What follows belongs to an exercise in optimizing a design on an open flow for small area and a short achievable clock period; a production flow would make more cautious choices.
RTL that was checked went through simulation tests only; none was proved equivalent to the original.

==> flow/design.v <==
module hamwt_locator #(
  parameter int DATA_W    = 8,
  parameter int PKT_BEATS = 128,
  parameter int MAX_ONES  = 31,
  localparam int IDX_W    = $clog2(DATA_W * PKT_BEATS),
  localparam int WT_W     = $clog2(DATA_W * PKT_BEATS + 1)
) (
  input  logic                      clk,
  input  logic                      clear_n,
  input  logic                      pkt_starts,
  input  logic                      data_valid,
  input  logic [DATA_W-1:0]         bin_data,
  output logic [WT_W-1:0]           ham_wt,
  output logic [MAX_ONES*IDX_W-1:0] locn_ones,
  output logic                      loc_ovf,
  output logic                      done,
  output logic                      busy
);
  localparam int BEAT_W = (PKT_BEATS > 1) ? $clog2(PKT_BEATS) : 1;
  localparam int OFF_W  = (DATA_W > 1) ? $clog2(DATA_W) : 1;
  localparam int HI_W   = WT_W - OFF_W;
  localparam int NSLOT  = MAX_ONES;
  logic              busy_q;
  logic [BEAT_W-1:0] beat_q;
  logic [WT_W-1:0]   wt_q;
  logic [IDX_W-1:0]  locs_q [NSLOT];
  logic [WT_W-1:0]   ham_wt_q;
  logic [IDX_W-1:0]  locn_q [NSLOT];
  logic              ovf_q, done_q;
  logic              start, accept, last_beat, fin;
  logic [BEAT_W-1:0] base_beat, beat_inc;
  logic [WT_W-1:0]   wt_d;
  logic              ovf_d;
  logic [OFF_W-1:0]  rot;
  logic [DATA_W-1:0] d;
  localparam int HALF = DATA_W / 2;
  logic [HALF:0]     hc [2];
  logic [OFF_W-2:0]  hp [2][HALF];
  logic [DATA_W:0]   cnt_oh;
  logic [DATA_W-1:0] has;
  logic [OFF_W-1:0]  pos [DATA_W];
  logic [DATA_W-1:0] hit;
  logic [OFF_W-1:0]  off [DATA_W];
  logic [NSLOT-1:0]  filled, win, we, ld;
  logic [IDX_W-1:0]  locs_d [NSLOT];
  logic [IDX_W-1:0]  nv [DATA_W];
  logic              hold;
  function automatic integer rank_below(input integer m, input integer i);
    integer b;
    begin
      rank_below = 0;
      for (b = 0; b < 32; b = b + 1)
        if (b < i && ((m >> b) & 1) == 1) rank_below = rank_below + 1;
    end
  endfunction
  assign start     = pkt_starts & data_valid;
  assign accept    = data_valid & (start | busy_q);
  assign base_beat = start ? '0 : beat_q;
  assign rot       = start ? '0 : wt_q[OFF_W-1:0];
  assign last_beat = !start && (beat_q == BEAT_W'(PKT_BEATS - 1));
  assign fin       = accept & last_beat;
  always_comb begin
    for (int p = 0; p < DATA_W; p++) d[p] = bin_data[DATA_W - 1 - p];
    for (int h = 0; h < 2; h++) begin
      hc[h]  = '0;
      for (int j = 0; j < HALF; j++) hp[h][j] = '0;
      for (int m = 0; m < (1 << HALF); m++) begin
        logic t;
        int   c;
        t = 1'b1;
        c = 0;
        for (int i = 0; i < HALF; i++) begin
          t = t & (((m >> i) & 1) ? d[h*HALF+i] : !d[h*HALF+i]);
          c = c + ((m >> i) & 1);
        end
        hc[h][c] = hc[h][c] | t;
        for (int i = 0; i < HALF; i++)
          hp[h][rank_below(m, i)] = hp[h][rank_below(m, i)]
                             | ({(OFF_W-1){t & (((m >> i) & 1) == 1)}} & (OFF_W-1)'(i));
      end
    end
    cnt_oh = '0;
    for (int a = 0; a <= HALF; a++)
      for (int b = 0; b <= HALF; b++) cnt_oh[a+b] = cnt_oh[a+b] | (hc[0][a] & hc[1][b]);
    for (int j = 0; j < DATA_W; j++) begin
      has[j] = 1'b0;
      pos[j] = '0;
      for (int a = 0; a <= HALF; a++) begin
        if (j < a) begin
          has[j] = has[j] | hc[0][a];
          pos[j] = pos[j] | ({OFF_W{hc[0][a]}} & {1'b0, hp[0][j]});
        end else if (j - a < HALF) begin
          logic more;
          more = 1'b0;
          for (int b = j - a + 1; b <= HALF; b++) more = more | hc[1][b];
          has[j] = has[j] | (hc[0][a] & more);
          pos[j] = pos[j] | ({OFF_W{hc[0][a]}} & {1'b1, hp[1][j-a]});
        end
      end
    end
  end
  always_comb begin
    for (int r = 0; r < DATA_W; r++) begin
      hit[r] = 1'b0;
      off[r] = '0;
      for (int m = 0; m < DATA_W; m++)
        if (rot == OFF_W'(m)) begin
          hit[r] = has[(r - m + DATA_W) % DATA_W];
          off[r] = pos[(r - m + DATA_W) % DATA_W];
        end
    end
  end
  always_comb begin
    logic [OFF_W-1:0] lo_b, lo_n;
    logic [HI_W-1:0]  hi_q, hi_i;
    logic             cy;
    lo_b = start ? '0 : wt_q[OFF_W-1:0];
    hi_q = wt_q[WT_W-1:OFF_W];
    for (int i = 0; i < HI_W; i++) begin
      logic all_lo;
      all_lo = 1'b1;
      for (int j = 0; j < i; j++) all_lo = all_lo & hi_q[j];
      hi_i[i] = hi_q[i] ^ all_lo;
    end
    lo_n = '0;
    cy   = 1'b0;
    for (int n = 0; n <= DATA_W; n++)
      for (int l = 0; l < DATA_W; l++)
        if (cnt_oh[n] && lo_b == OFF_W'(l)) begin
          lo_n = OFF_W'(l + n);
          cy   = (l + n) >= DATA_W;
        end
    if (start) wt_d = {HI_W'(cy), lo_n};
    else       wt_d = {cy ? hi_i : hi_q, lo_n};
    ovf_d = !start && ((|hi_q[HI_W-1:2]) | (cy & (&hi_q[1:0])));
  end
  always_comb begin
    for (int i = 0; i < BEAT_W; i++) begin
      logic all_lo;
      all_lo = 1'b1;
      for (int j = 0; j < i; j++) all_lo = all_lo & beat_q[j];
      beat_inc[i] = beat_q[i] ^ all_lo;
    end
    if (start) beat_inc = BEAT_W'(1);
  end
  always_comb begin
    logic              sat;
    logic [4:0]        w5;
    sat = |wt_q[WT_W-1:5];
    w5  = wt_q[4:0];
    for (int k = 0; k < NSLOT; k++) begin
      filled[k] = 1'b0;
      win[k]    = 1'b0;
      for (int v = 0; v < 32; v++)
        if (w5 == 5'(v)) begin
          filled[k] = (v > k);
          win[k]    = (v <= k) && (k < v + DATA_W);
        end
      filled[k] = !start && (sat || filled[k]);
      win[k]    = start ? (k < DATA_W) : (busy_q && !sat && win[k]);
      we[k]     = data_valid & win[k];
    end
  end
  always_comb
    for (int r = 0; r < DATA_W; r++) nv[r] = {IDX_W{hit[r]}} & {base_beat, off[r]};
  always_comb
    for (int k = 0; k < NSLOT; k++)
      locs_d[k] = ({IDX_W{we[k]}}  & nv[k % DATA_W])
                | ({IDX_W{!we[k]}} & locs_q[k]);
  always_ff @(posedge clk)
    for (int k = 0; k < NSLOT; k++) locs_q[k] <= locs_d[k];
  always_comb begin
    hold = clear_n & !fin;
    for (int k = 0; k < NSLOT; k++)
      ld[k] = clear_n & fin & (filled[k] | win[k]);
  end
  always_ff @(posedge clk)
    for (int k = 0; k < NSLOT; k++)
      locn_q[k] <= ({IDX_W{ld[k]}} & locs_d[k]) | ({IDX_W{hold}} & locn_q[k]);
  always_ff @(posedge clk) begin
    if (accept) begin
      beat_q <= beat_inc;
      wt_q   <= wt_d;
    end
  end
  always_ff @(posedge clk) begin
    if (!clear_n) begin
      busy_q   <= 1'b0;
      ham_wt_q <= '0;
      ovf_q    <= 1'b0;
      done_q   <= 1'b0;
    end else begin
      done_q <= fin;
      if (accept) busy_q <= !last_beat;
      if (fin) begin
        ham_wt_q <= wt_d;
        ovf_q    <= ovf_d;
      end
    end
  end
  always_comb
    for (int k = 0; k < NSLOT; k++) locn_ones[k*IDX_W +: IDX_W] = locn_q[k];
  assign ham_wt  = ham_wt_q;
  assign loc_ovf = ovf_q;
  assign done    = done_q;
  assign busy    = busy_q;
endmodule
==> flow/config.mk <==
export PLATFORM = sky130hd
export DESIGN_NAME = hamwt_locator
export DESIGN_NICKNAME = hamwt_locator
export VERILOG_FILES = /design/flow/design.v
export SDC_FILE = /design/flow/constraint.sdc
export NUM_CORES = 4
export LEC_CHECK = 0
export ABC_AREA = 1
export CAP_MARGIN = 20
export CORE_MARGIN = 2
export CORE_UTILIZATION = 40
export CTS_CLUSTER_DIAMETER = 80
export CTS_CLUSTER_SIZE = 30
export SLEW_MARGIN = 20
==> flow/constraint.sdc <==
create_clock -name core_clock -period 14.0 [get_ports {clk}]
set_input_delay 2.8000 -clock core_clock [delete_from_list [all_inputs] [get_ports {clk}]]
set_output_delay 2.8000 -clock core_clock [all_outputs]
set_load 0.01 [all_outputs]
standard.sh (not shown) runs the stock make flow with config.mk's settings and CLKGATE_MAP_FILE= SYNTH_SCRIPT=/design/flow/synth_recipe.tcl, a recipe that flattens the netlist after the stock synthesis.
==> flow/flow/run.sh <==
#!/bin/bash
# The standard ORFS layout (standard.sh) with two changes to how the layout
# is made; the clock, I/O constraints and every other setting are the standard flow's:
#  - the timing repair steps aim for the setup margin in flow/margin.txt, so they
#    also work on paths the 14 ns clock leaves slack on;
#  - the port buffers are the plain sky130 buffer named in flow/portbuf.txt.
set -euo pipefail
MARGIN=$(cat flow/margin.txt)
PORTBUF=$(cat flow/portbuf.txt)
bash standard.sh SETUP_SLACK_MARGIN=$MARGIN "BUFFER_PORTS_ARGS=-buffer_cell $PORTBUF" finish > orfs_make.log 2>&1
==> flow/flow/margin.txt <==
9
==> flow/flow/portbuf.txt <==
sky130_fd_sc_hd__buf_1
Rerun with:
--- a/flow/design.v
+++ b/flow/design.v
@@ -42,20 +42,12 @@
   logic [DATA_W-1:0] hit;
   logic [OFF_W-1:0]  off [DATA_W];
   logic [NSLOT-1:0]  filled, win, we, ld;
   logic [IDX_W-1:0]  locs_d [NSLOT];
   logic [IDX_W-1:0]  nv [DATA_W];
   logic              hold;
-  function automatic integer rank_below(input integer m, input integer i);
-    integer b;
-    begin
-      rank_below = 0;
-      for (b = 0; b < 32; b = b + 1)
-        if (b < i && ((m >> b) & 1) == 1) rank_below = rank_below + 1;
-    end
-  endfunction
   assign start     = pkt_starts & data_valid;
   assign accept    = data_valid & (start | busy_q);
   assign base_beat = start ? '0 : beat_q;
   assign rot       = start ? '0 : wt_q[OFF_W-1:0];
   assign last_beat = !start && (beat_q == BEAT_W'(PKT_BEATS - 1));
   assign fin       = accept & last_beat;
@@ -63,23 +55,24 @@
     for (int p = 0; p < DATA_W; p++) d[p] = bin_data[DATA_W - 1 - p];
     for (int h = 0; h < 2; h++) begin
       hc[h]  = '0;
       for (int j = 0; j < HALF; j++) hp[h][j] = '0;
       for (int m = 0; m < (1 << HALF); m++) begin
         logic t;
-        int   c;
         t = 1'b1;
-        c = 0;
-        for (int i = 0; i < HALF; i++) begin
-          t = t & (((m >> i) & 1) ? d[h*HALF+i] : !d[h*HALF+i]);
-          c = c + ((m >> i) & 1);
-        end
-        hc[h][c] = hc[h][c] | t;
-        for (int i = 0; i < HALF; i++)
-          hp[h][rank_below(m, i)] = hp[h][rank_below(m, i)]
-                             | ({(OFF_W-1){t & (((m >> i) & 1) == 1)}} & (OFF_W-1)'(i));
+        for (int i = 0; i < HALF; i++) t = t & (((m >> i) & 1) ? d[h*HALF+i] : !d[h*HALF+i]);
+        hc[h][$countones(m)] = hc[h][$countones(m)] | t;
+        begin
+          int n;
+          n = 0;
+          for (int i = 0; i < HALF; i++)
+            if ((m >> i) & 1) begin
+              hp[h][n] = hp[h][n] | ({(OFF_W-1){t}} & (OFF_W-1)'(i));
+              n = n + 1;
+            end
+        end
       end
     end
     cnt_oh = '0;
     for (int a = 0; a <= HALF; a++)
       for (int b = 0; b <= HALF; b++) cnt_oh[a+b] = cnt_oh[a+b] | (hc[0][a] & hc[1][b]);
     for (int j = 0; j < DATA_W; j++) begin
After rerunning: The new run finished with timing, DRC and antenna clean; hold slack got worse by 19 ps; worst setup slack gets worse by 160 ps; count of clock-buffer cells in the layout went up by 3; die area came out higher by about 0.8%; critical path depth rose by 5; wire length increases by 3.0%; register-to-register slack gets better by 620 ps; core utilization rises by 2.1 points; global-route usage climbs by 0.19 points.
No functional check of the RTL was part of the second run of this note.

[port drivers added, routing unchanged]
No port has a modelled driver above. Below, the same layouts with a new extraction and two added sets of constraints. Step 1 (the two cells are an assumption about what drives the block):
set clk [get_ports {clk}]
set_driving_cell -lib_cell sky130_fd_sc_hd__clkbuf_16 $clk
set_driving_cell -lib_cell sky130_fd_sc_hd__buf_2 [delete_from_list [all_inputs] $clk]
Step 2 also shifts input and output timing later by t, the mid clock arrival at the registers, as if the neighbouring blocks saw the same clock. a / b / c = no drivers / after step 1 / after step 2; a / b = the first two.
run	shift t [ns]	setup slack, ns	pins driven straight from the clock port
the first run	0.677	9.056 / 9.068 / 8.391	1
the second run	0.654	8.900 / 8.904 / 8.250	1
After both steps every run listed still meets setup and hold. The setup slack of the first run, which loses most, moves by +0.012 ns with the drivers and by -0.665 ns with both steps.
